This is an optimization exercise on Yosys and OpenROAD, whose aim is small area, not a production implementation.
RTL that was checked went through simulation tests only; none was proved equivalent to the original.
No activity file was given, so power comes from the tool's default toggle rates.

## delta
// cluster_centroid_n
module cluster_centroid_n #(
  parameter int IMG_WIDTH    = 640,
  parameter int IMG_HEIGHT   = 480,
  parameter int NUM_CLUSTERS = 3,
  parameter int COLOR_W      = 12,
  parameter int DIST_THRESH  = 64,
  parameter int MIN_COUNT    = 4,
  localparam int XW = $clog2(IMG_WIDTH),
  localparam int YW = $clog2(IMG_HEIGHT),
  localparam int IW = (NUM_CLUSTERS > 1) ? $clog2(NUM_CLUSTERS) : 1
) (
  input  logic                         clk,
  input  logic                         rst,
  input  logic signed [COLOR_W-1:0]    pixel_r,
  input  logic signed [COLOR_W-1:0]    pixel_g,
  input  logic signed [COLOR_W-1:0]    pixel_b,
  input  logic                         pixel_valid,
  input  logic [XW-1:0]                x,
  input  logic [YW-1:0]                y,
  input  logic                         ref_wr_en,
  input  logic [IW-1:0]                ref_wr_idx,
  input  logic signed [COLOR_W-1:0]    ref_wr_r,
  input  logic signed [COLOR_W-1:0]    ref_wr_g,
  input  logic signed [COLOR_W-1:0]    ref_wr_b,
  output logic [NUM_CLUSTERS*XW-1:0]   centroid_x,
  output logic [NUM_CLUSTERS*YW-1:0]   centroid_y,
  output logic [NUM_CLUSTERS-1:0]      found,
  output logic                         frame_done,
  output logic                         busy,
  output logic                         overrun
);
For scale: ~160 I/O pins.
Settings: LEC_CHECK=0, CAP_MARGIN=20, CORE_MARGIN=2, CORE_UTILIZATION=75, CTS_CLUSTER_DIAMETER=100, CTS_CLUSTER_SIZE=24, GPL_TIMING_DRIVEN=0, SLEW_MARGIN=20; clock period 8.0 ns.
standard.sh (not shown) runs the stock make flow with config.mk's settings and CLKGATE_MAP_FILE= SYNTH_SCRIPT=/design/flow/synth_recipe.tcl, a recipe that flattens the netlist after the stock synthesis.
==> flow/flow/run.sh <==
#!/bin/bash
# The standard synthesis; then two rewrites of the gate netlist that keep
# its function and its registers: each 2:1 multiplexer cell becomes the
# smaller AND-OR cell of the same function (muxopt.py), and each full adder is
# set in the polarity that needs the fewest inverters (polopt.py); then the standard flow's
# standard layout, with the smallest buffer on the ports and power recovery
# (downsizing gates off the critical paths) after global routing.
# Every tool writes its full output to a log file in this folder.
set -euo pipefail
export BUFFER_PORTS_ARGS="-buffer_cell sky130_fd_sc_hd__buf_1"
export RECOVER_POWER=100
R="$PWD/orfs/results/${FLOW_PLATFORM}/cluster_centroid_n/base"
bash standard.sh "$R/1_2_yosys.v" > flow_synth.log 2>&1
cp "$R/1_2_yosys.v" "$R/1_2_yosys.std.v"
python3 flow/muxopt.py "$R/1_2_yosys.std.v" "$R/1_2_yosys.mux.v" > flow_muxopt.log 2>&1
python3 flow/polopt.py "$R/1_2_yosys.mux.v" "$R/1_2_yosys.pol.v" > flow_polopt.log 2>&1
mv "$R/1_2_yosys.pol.v" "$R/1_2_yosys.v"
bash standard.sh > flow_make.log 2>&1
Other scripts of this flow, unchanged in this note and not shown: flow/flow/muxopt.py, flow/flow/polopt.py
Edits applied to the flow inputs when going from delta to tundra:
-- flow/design.v --
<<< delta, line 149
  );
    logic [SUM_W-1:0] r;
    logic c;
    c = 1'b0;
    for (int i = 0; i < XW; i++) begin
>>> tundra, line 149
  );
    logic [SUM_W-1:0] r;
    logic c, c_lo;
    c = 1'b0;
    for (int i = 0; i < XW; i++) begin
<<< delta, line 155
      c = (acc[i] & v[i]) | (acc[i] & c) | (v[i] & c);
    end
    for (int i = XW; i < SUM_W; i++) begin
      if (i == (XW + SUM_W) / 2) c = c & (&acc[(XW + SUM_W) / 2 - 1:XW]);
      r[i] = acc[i] ^ c;
      if (i != (XW + SUM_W) / 2 - 1) c = acc[i] & c;
>>> tundra, line 155
      c = (acc[i] & v[i]) | (acc[i] & c) | (v[i] & c);
    end
    c_lo = c;
    for (int i = XW; i < SUM_W; i++) begin
      if (i == (XW + SUM_W) / 2) c = c_lo & (&acc[(XW + SUM_W) / 2 - 1:XW]);
      r[i] = acc[i] ^ c;
      if (i != (XW + SUM_W) / 2 - 1) c = acc[i] & c;
Findings:
delta → tundra: growth of design area from synthesis to finish lost 1.3 points; design area lost about 1.2%; routed wire length lost 380 µm. The least setup slack across all paths after layout of tundra was superior to that of delta. In the tables for delta and tundra, fraction of final layout cells with drive strength greater than 1 reads lower with tundra. Part of the power in the clock network down 0.9 points in tundra wrt delta. After synthesis and placement, the instance count of tundra is below that of delta. Against delta as the reference, tundra delivers a higher fmax. Die area: delta vs tundra — no meaningful difference. Between delta and tundra, the flow reports power after layout increasing slightly. Looking at total number of nets in the final design, tundra sits below delta.

========
== north ==
RTL: one of the versions met above, not the one the previous note started from.
For scale: roughly 2900 cells after synthesis, about 160 I/O pins, roughly 30000 sq um of cells after synthesis.
==> flow/config.mk <==
export PLATFORM = sky130hd
export DESIGN_NAME = cluster_centroid_n
export DESIGN_NICKNAME = cluster_centroid_n
export VERILOG_FILES = /design/flow/design.v
export SDC_FILE = /design/flow/constraint.sdc
export NUM_CORES = 4
export LEC_CHECK = 0
export CAP_MARGIN = 20
export CORE_MARGIN = 2
export CORE_UTILIZATION = 70
export CTS_CLUSTER_DIAMETER = 90
export CTS_CLUSTER_SIZE = 26
export GPL_TIMING_DRIVEN = 0
export SLEW_MARGIN = 20
==> flow/constraint.sdc <==
create_clock -name core_clock -period 8.0 [get_ports {clk}]
set_input_delay 1.6000 -clock core_clock [delete_from_list [all_inputs] [get_ports {clk}]]
set_output_delay 1.6000 -clock core_clock [all_outputs]
set_load 0.01 [all_outputs]
Scripts as last shown in full above: flow/flow/run.sh
Other scripts of this flow, unchanged in this note and not shown: flow/flow/muxopt.py, flow/flow/polopt.py
Edits applied to the flow inputs when going from north to south:
--- a/flow/design.v
+++ b/flow/design.v
@@ -31,18 +31,19 @@
 );
   localparam int CW    = $clog2(IMG_WIDTH * IMG_HEIGHT + 1);
   localparam int SUM_W = $clog2(IMG_WIDTH * IMG_WIDTH * IMG_HEIGHT);
   localparam int SW    = $clog2(2 * NUM_CLUSTERS + 1);
   localparam int BW    = $clog2(SUM_W);
   localparam int NDIV  = 2 * NUM_CLUSTERS;
   localparam int CH_W  = NDIV * SUM_W;            
   localparam logic [SW-1:0] LOAD_SEL = SW'(NDIV);
   localparam logic [BW-1:0] LAST_BIT = BW'(SUM_W - 1);
+  localparam int DSPLIT = CW - 9;                   
   function automatic logic [7:0] chan_dist(
     input logic [COLOR_W-1:0] a,
     input logic [COLOR_W-1:0] b
   );
     logic [6:0] u;
     logic [5:0] xu;
     logic c, cx, x0, x1, xm1, hz, hm;
     c = 1'b0;
     for (int i = 0; i < 7; i++) begin
@@ -208,33 +209,33 @@
     end
   end
   always_comb begin
     logic [CW:0] nd, diff, d0, d1;
     logic c, c0, c1;
     w_divisor = r_cnt[r_sel[SW-1] ? NUM_CLUSTERS-1 : int'(r_sel[SW-2])];
     w_rem_sh  = {r_rem, r_ch[CH_W]};
     nd = ~{1'b0, w_divisor};
     c  = 1'b1;
-    for (int i = 0; i < CW/2; i++) begin
+    for (int i = 0; i < DSPLIT; i++) begin
       diff[i] = w_rem_sh[i] ^ nd[i] ^ c;
       c = (w_rem_sh[i] & nd[i]) | (w_rem_sh[i] & c) | (nd[i] & c);
     end
     c0 = 1'b0;
     c1 = 1'b1;
-    for (int i = CW/2; i <= CW; i++) begin
+    for (int i = DSPLIT; i <= CW; i++) begin
       d0[i] = w_rem_sh[i] ^ nd[i] ^ c0;
       c0 = (w_rem_sh[i] & nd[i]) | (w_rem_sh[i] & c0) | (nd[i] & c0);
       d1[i] = w_rem_sh[i] ^ nd[i] ^ c1;
       c1 = (w_rem_sh[i] & nd[i]) | (w_rem_sh[i] & c1) | (nd[i] & c1);
     end
-    for (int i = CW/2; i <= CW; i++) diff[i] = c ? d1[i] : d0[i];
-    d0[CW/2-1:0] = '0;
-    d1[CW/2-1:0] = '0;
+    for (int i = DSPLIT; i <= CW; i++) diff[i] = c ? d1[i] : d0[i];
+    d0[DSPLIT-1:0] = '0;
+    d1[DSPLIT-1:0] = '0;
     w_ge     = c ? c1 : c0;
     w_rem_nx = w_ge ? diff[CW-1:0] : w_rem_sh[CW-1:0];
   end
   always_ff @(posedge clk) begin
     r_ch[CH_W] <= r_ch[CH_W-1];
     if (w_snap) r_ch[CH_W-1:0] <= w_ch_load;
     else        r_ch[CH_W-1:0] <= {r_ch[CH_W-2:0], w_ge};
     r_rem <= (!w_div || w_last) ? '0 : w_rem_nx;
   end
## What came out
| die width | north vs south | ≈ equal |
Setup slack in south is smaller than in north.
south vs north, shortest clock period the worst path allows after layout went up by 0.070 ns.
Between south and north, the difference in post-route standard cell area excluding fillers is negligible.
As far as share of the final layout cell area in multi-input gates is concerned, south and north perform about the same.
south vs north: met3 demand-to-capacity share in global routing up in south
| hold slack | south vs north | worse |
Function not checked in south: the RTL went through the layout flow alone.

==> what the ideal ports hide <==
How much do the figures lean on ideal ports? The routed layouts below were timed once more, with nothing changed but the port constraints. Step 1: set_driving_cell puts a clkbuf_16 on clk and a buf_2 on each other input, an assumption about the parent block. Step 2 also shifts input and output timing later by t, the mid clock arrival at the registers, as if the neighbouring blocks saw the same clock. Slacks: ideal / step 1 / step 2; pairs: ideal / step 1.
run | t (ns) | setup WS [ns] | latest minus earliest clock arrival (ns)
delta | 0.673 | 0.138 / 0.171 / -0.501 | 0.021 / 0.021
tundra | 0.669 | 0.229 / 0.266 / -0.404 | 0.017 / 0.017
north | 0.689 | 0.255 / 0.285 / -0.403 | 0.022 / 0.023
south | 0.660 | 0.185 / 0.206 / -0.454 | 0.039 / 0.040
Met with ideal ports but missed after step 2: setup timing in every run listed. For north, which loses most, drivers alone change the setup slack by +0.030 ns; drivers and shift together by -0.658 ns.
